What follows belongs to an exercise in optimizing a design on an open flow for small area; a production flow would make more cautious choices. Where RTL was checked, it was by simulation tests only, not by an equivalence proof against the original. The flow treats the clock pin as an ideal source, which a real chip does not have. Power and IR drop assume default switching activity.

==> flow/design.v (excerpt) <==
module prize_field (
	input  logic        clk,
	input  logic        resetN,
	input  logic [10:0] pixel_x,
	input  logic [10:0] pixel_y,
	input  logic [10:0] player_x,
	input  logic [10:0] player_y,
	input  logic        prize_hit,
	input  logic        block_hit,
	input  logic [3:0]  hit_edge,
	input  logic        level,
	input  logic        next_level,
	input  logic        player_alive,
	input  logic [9:0]  random_bits,
	output logic        draw,
	output logic [2:0]  prize_kind,
	output logic [10:0] tile_left,
	output logic [10:0] tile_top,
	output logic [1:0]  color_variant
);
Size in the first run: roughly 550 cells after synthesis, ~120 flip-flops, about 93 I/O pins, roughly 5000 sq um of cells after synthesis.
clock: 5.0 ns
lec_check: 0
cap_margin: 20
core_margin: 2
core_utilization: 40
gpl_timing_driven: 0
slew_margin: 20
standard.sh (not shown) runs the stock make flow with config.mk's settings and CLKGATE_MAP_FILE= SYNTH_SCRIPT=/design/flow/synth_recipe.tcl, a recipe that flattens the netlist after the stock synthesis.
==> flow/flow/run.sh <==
#!/bin/bash
# Standard layout, with smaller port buffers and a clock tree of small
# buffers without dummy loads. Each make step's full log stays under
# orfs/logs/; the make output as a whole goes to make.log here.
set -euo pipefail
export BUFFER_PORTS_ARGS="-buffer_cell sky130_fd_sc_hd__buf_1"
export CTS_ARGS="-sink_clustering_enable -repair_clock_nets -dont_use_dummy_load -sink_clustering_size 30 -sink_clustering_max_diameter 100 -buf_list {sky130_fd_sc_hd__clkbuf_4} -root_buf sky130_fd_sc_hd__clkbuf_4"
bash standard.sh > make.log 2>&1
The starting point passed the timing, design-rule and antenna checks.
Rerun with:
--- a/flow/flow/run.sh
+++ b/flow/flow/run.sh
@@ -7 +7 @@
-export CTS_ARGS="-sink_clustering_enable -repair_clock_nets -dont_use_dummy_load -sink_clustering_size 30 -sink_clustering_max_diameter 100 -buf_list {sky130_fd_sc_hd__clkbuf_4} -root_buf sky130_fd_sc_hd__clkbuf_4"
+export CTS_ARGS="-sink_clustering_enable -repair_clock_nets -dont_use_dummy_load -buf_list {sky130_fd_sc_hd__clkbuf_2 sky130_fd_sc_hd__clkbuf_4}"
The new run finished clean. Count of clock-buffer cells in the layout stays the same. Design area stays the same. First-iteration DRC count does not change. Die area is unchanged. Via count is unchanged. Global-route usage does not change. Sequential cell count does not change. Core utilization stays the same. Setup slack does not change. Combinational power hardly moves.
Function was not checked in any run of this note: the RTL went through the layout flow alone.

* * *

== run 1 ==
Another version of the RTL of prize_field (not shown whole).
For scale: ~93 I/O pins, ~4100 µm² of cells after synthesis.
==> flow/config.mk <==
export PLATFORM = sky130hd
export DESIGN_NAME = prize_field
export DESIGN_NICKNAME = prize_field
export VERILOG_FILES = /design/flow/design.v
export SDC_FILE = /design/flow/constraint.sdc
export NUM_CORES = 4
export LEC_CHECK = 0
export CAP_MARGIN = 10
export CORE_MARGIN = 2
export CORE_UTILIZATION = 55
export GPL_TIMING_DRIVEN = 0
export PLACE_DENSITY = 0.75
export SLEW_MARGIN = 10
==> flow/constraint.sdc <==
create_clock -name core_clock -period 5.0 [get_ports {clk}]
set_input_delay 1.0000 -clock core_clock [delete_from_list [all_inputs] [get_ports {clk}]]
set_output_delay 1.0000 -clock core_clock [all_outputs]
set_load 0.01 [all_outputs]
==> flow/flow/run.sh <==
#!/bin/bash
# The standard layout (standard.sh), with three changes:
#  - synthesis maps the logic with an area-oriented ABC script (synth.tcl,
#    area.abc); flip-flops are mapped as in the standard synthesis;
#  - port buffers are buf_1;
#  - the clock tree uses small clock buffers and no dummy loads.
# Each make step's full log stays under orfs/logs/; the make output as a
# whole goes to make.log here.
set -euo pipefail
here=$(pwd)
# The platform's don't-use cells, and very large cells that timing repair
# would otherwise pick for the one high-fanout net (given on the make command
# line, since ORFS re-runs make for each step without the environment's
# additions to this list).
dont_use="sky130_fd_sc_hd__probe_p_8 sky130_fd_sc_hd__probec_p_8 sky130_fd_sc_hd__lpflow_bleeder_1 sky130_fd_sc_hd__lpflow_clkbufkapwr_1 sky130_fd_sc_hd__lpflow_clkbufkapwr_16 sky130_fd_sc_hd__lpflow_clkbufkapwr_2 sky130_fd_sc_hd__lpflow_clkbufkapwr_4 sky130_fd_sc_hd__lpflow_clkbufkapwr_8 sky130_fd_sc_hd__lpflow_clkinvkapwr_1 sky130_fd_sc_hd__lpflow_clkinvkapwr_16 sky130_fd_sc_hd__lpflow_clkinvkapwr_2 sky130_fd_sc_hd__lpflow_clkinvkapwr_4 sky130_fd_sc_hd__lpflow_clkinvkapwr_8 sky130_fd_sc_hd__lpflow_decapkapwr_12 sky130_fd_sc_hd__lpflow_decapkapwr_3 sky130_fd_sc_hd__lpflow_decapkapwr_4 sky130_fd_sc_hd__lpflow_decapkapwr_6 sky130_fd_sc_hd__lpflow_decapkapwr_8 sky130_fd_sc_hd__lpflow_inputiso0n_1 sky130_fd_sc_hd__lpflow_inputiso0p_1 sky130_fd_sc_hd__lpflow_inputiso1n_1 sky130_fd_sc_hd__lpflow_inputiso1p_1 sky130_fd_sc_hd__lpflow_inputisolatch_1 sky130_fd_sc_hd__lpflow_isobufsrc_1 sky130_fd_sc_hd__lpflow_isobufsrc_16 sky130_fd_sc_hd__lpflow_isobufsrc_2 sky130_fd_sc_hd__lpflow_isobufsrc_4 sky130_fd_sc_hd__lpflow_isobufsrc_8 sky130_fd_sc_hd__lpflow_isobufsrckapwr_16 sky130_fd_sc_hd__lpflow_lsbuf_lh_hl_isowell_tap_1 sky130_fd_sc_hd__lpflow_lsbuf_lh_hl_isowell_tap_2 sky130_fd_sc_hd__lpflow_lsbuf_lh_hl_isowell_tap_4 sky130_fd_sc_hd__lpflow_lsbuf_lh_isowell_4 sky130_fd_sc_hd__lpflow_lsbuf_lh_isowell_tap_1 sky130_fd_sc_hd__lpflow_lsbuf_lh_isowell_tap_2 sky130_fd_sc_hd__lpflow_lsbuf_lh_isowell_tap_4 sky130_fd_sc_hd__buf_12 sky130_fd_sc_hd__buf_16 sky130_fd_sc_hd__buf_6 sky130_fd_sc_hd__buf_8 sky130_fd_sc_hd__bufbuf_16 sky130_fd_sc_hd__bufbuf_8 sky130_fd_sc_hd__bufinv_16 sky130_fd_sc_hd__bufinv_8 sky130_fd_sc_hd__clkbuf_16 sky130_fd_sc_hd__clkbuf_8 sky130_fd_sc_hd__clkinv_16 sky130_fd_sc_hd__clkinv_8 sky130_fd_sc_hd__ebufn_8 sky130_fd_sc_hd__einvn_8 sky130_fd_sc_hd__einvp_8 sky130_fd_sc_hd__inv_12 sky130_fd_sc_hd__inv_16 sky130_fd_sc_hd__inv_6 sky130_fd_sc_hd__inv_8 sky130_fd_sc_hd__mux2_8 sky130_fd_sc_hd__nand2_8 sky130_fd_sc_hd__nor2_8"
export SYNTH_INSBUF=0
export AREA_ABC_SCRIPT=$here/flow/area.abc
export BUFFER_PORTS_ARGS="-buffer_cell sky130_fd_sc_hd__buf_1"
export CTS_ARGS="-sink_clustering_enable -repair_clock_nets -dont_use_dummy_load -buf_list {sky130_fd_sc_hd__clkbuf_8}"
bash standard.sh SYNTH_SCRIPT=$here/flow/synth.tcl SKIP_REPAIR_TIE_FANOUT=1 DONT_USE_CELLS="$dont_use" finish > make.log 2>&1
Other scripts of this flow, unchanged in this note and not shown: flow/flow/area.abc, flow/flow/synth.tcl
Run 1: flow completed, timing, DRC and antenna clean
### run 1 -> run 2
diff --git a/flow/config.mk b/flow/config.mk
--- a/flow/config.mk
+++ b/flow/config.mk
@@ -10,4 +10,4 @@
 export CORE_UTILIZATION = 55
 export GPL_TIMING_DRIVEN = 0
-export PLACE_DENSITY = 0.75
+export PLACE_DENSITY = 0.9
 export SLEW_MARGIN = 10
Notes after the runs:
Placed standard-cell area: run 2 vs run 1 down 30 µm². Worst slack at placement ends up higher on run 1. Wire length after detailed routing grows by a few percent when moving from run 1 to run 2. Run 2 falls short of run 1 in register-to-register setup slack. Tightest slew margin relative to the limit: run 2 > run 1. The count of clock-buffer cells in the layout on run 2 is in line with that on run 1. The global-route usage in run 2 sits 0.27 points above the value recorded for run 1. Sort run 1 and run 2 by design area desc -> top: run 1.
#### Input delta (run 3 over run 2)
diff --git a/flow/config.mk b/flow/config.mk
--- a/flow/config.mk
+++ b/flow/config.mk
@@ -6,8 +6,7 @@
 export NUM_CORES = 4
 export LEC_CHECK = 0
-export CAP_MARGIN = 10
+export CAP_MARGIN = 0
 export CORE_MARGIN = 2
 export CORE_UTILIZATION = 55
 export GPL_TIMING_DRIVEN = 0
-export PLACE_DENSITY = 0.9
-export SLEW_MARGIN = 10
+export SLEW_MARGIN = 0
[summary]
Taking run 2 as the reference, in run 3 fraction of final layout cells sized beyond drive strength 1 moved down, number of ordinary and repair buffers in the finished layout fell 1.8%, post-layout total power shows no meaningful change.
Run 3: complete, dirty (capacitance limit, slew limit)
The power spent charging and discharging nets in run 3 was lower than what run 2 gave.
Measured slew at the worst slew-check pin in run 3 vs run 2: up 190 ps
The setup slack of run 3 is smaller than that of run 2.
[inputs] run 4 vs run 3
diff --git a/flow/flow/run.sh b/flow/flow/run.sh
--- a/flow/flow/run.sh
+++ b/flow/flow/run.sh
@@ -4,5 +4,6 @@
 #    area.abc); flip-flops are mapped as in the standard synthesis;
 #  - port buffers are buf_1;
-#  - the clock tree uses small clock buffers and no dummy loads.
+#  - the clock tree uses small clock buffers and no dummy loads, and
+#    clock buffers with too slow an output edge are upsized (cts_fix.tcl).
 # Each make step's full log stays under orfs/logs/; the make output as a
 # whole goes to make.log here.
@@ -17,4 +18,6 @@
 export AREA_ABC_SCRIPT=$here/flow/area.abc
 export BUFFER_PORTS_ARGS="-buffer_cell sky130_fd_sc_hd__buf_1"
-export CTS_ARGS="-sink_clustering_enable -repair_clock_nets -dont_use_dummy_load -buf_list {sky130_fd_sc_hd__clkbuf_8}"
+export CTS_ARGS="-sink_clustering_enable -repair_clock_nets -dont_use_dummy_load -buf_list {sky130_fd_sc_hd__clkbuf_4}"
+# Clock buffers that leave too slow a clock edge are then upsized.
+export POST_CTS_TCL=$here/flow/cts_fix.tcl
 bash standard.sh SYNTH_SCRIPT=$here/flow/synth.tcl SKIP_REPAIR_TIE_FANOUT=1 DONT_USE_CELLS="$dont_use" finish > make.log 2>&1
==> flow/flow/cts_fix.tcl (new file) <==
proc cts_fix_slews {target} {
  set sizes {sky130_fd_sc_hd__clkbuf_1 sky130_fd_sc_hd__clkbuf_2 sky130_fd_sc_hd__clkbuf_4 sky130_fd_sc_hd__clkbuf_8 sky130_fd_sc_hd__clkbuf_16}
  set block [ord::get_db_block]
  for {set pass 0} {$pass < 3} {incr pass} {
    estimate_parasitics -placement
    set changed 0
    foreach inst [$block getInsts] {
      set m [[$inst getMaster] getName]
      set i [lsearch -exact $sizes $m]
      if {$i < 0 || $i == [llength $sizes] - 1} { continue }
      set out [$inst findITerm X]
      set net [$out getNet]
      if {$net eq "NULL" || [$net getSigType] ne "CLOCK"} { continue }
      set s [get_property [get_pins [$inst getName]/X] slew_max]
      if {$s > $target} {
        set new [lindex $sizes [expr {$i + 1}]]
        puts "cts_fix: [$inst getName] $m -> $new (slew [format %.3f $s] ns)"
        replace_cell [get_cells [$inst getName]] $new
        incr changed
      }
    }
    if {$changed == 0} { break }
  }
  detailed_placement
  estimate_parasitics -placement
}
cts_fix_slews 0.110
diff --git a/flow/config.mk b/flow/config.mk
--- a/flow/config.mk
+++ b/flow/config.mk
@@ -6,7 +6,7 @@
 export NUM_CORES = 4
 export LEC_CHECK = 0
-export CAP_MARGIN = 0
+export CAP_MARGIN = 10
 export CORE_MARGIN = 2
 export CORE_UTILIZATION = 55
 export GPL_TIMING_DRIVEN = 0
-export SLEW_MARGIN = 0
+export SLEW_MARGIN = 10
Run 4 ended with every stage complete and zero timing, DRC or antenna violations. The combinational power share number comes out lower for run 3 vs run 4. Relative to run 3, fraction of standard cell area that is sequential has gone down in run 4. Re clock network power share: run 3 was lower than run 4. Run 3 and run 4 ended up with nearly the same clock skew. Area: run 4 vs run 3 -> run 4 larger. Compared with run 3, placement density in the core of run 4 is higher.

## what the ideal ports hide
The results above use ideal ports. As a check the final layouts listed here were re-extracted and re-timed, cells and wires unchanged.
Step 1, drivers: a clkbuf_16 drives clk and a buf_2 each remaining input, both assumed.
Step 2 also shifts input and output timing later by t, the mid clock arrival at the registers, as if the neighbouring blocks saw the same clock.
Slacks: no drivers / after step 1 / after step 2; pairs: no drivers / after step 1.
run	t (ns)	setup slack, ns	worst setup path at the end
the first run of note 1	0.532	2.534 / 2.540 / 2.008	input to register
the second run of note 1	0.532	2.534 / 2.540 / 2.008	input to register
run 1	0.390	1.305 / 1.309 / 0.919	input to register
run 2	0.394	1.322 / 1.321 / 0.927	input to register
run 3	0.395	1.127 / 1.140 / 0.745	input to register
run 4	0.362	1.472 / 1.488 / 1.126	input to register
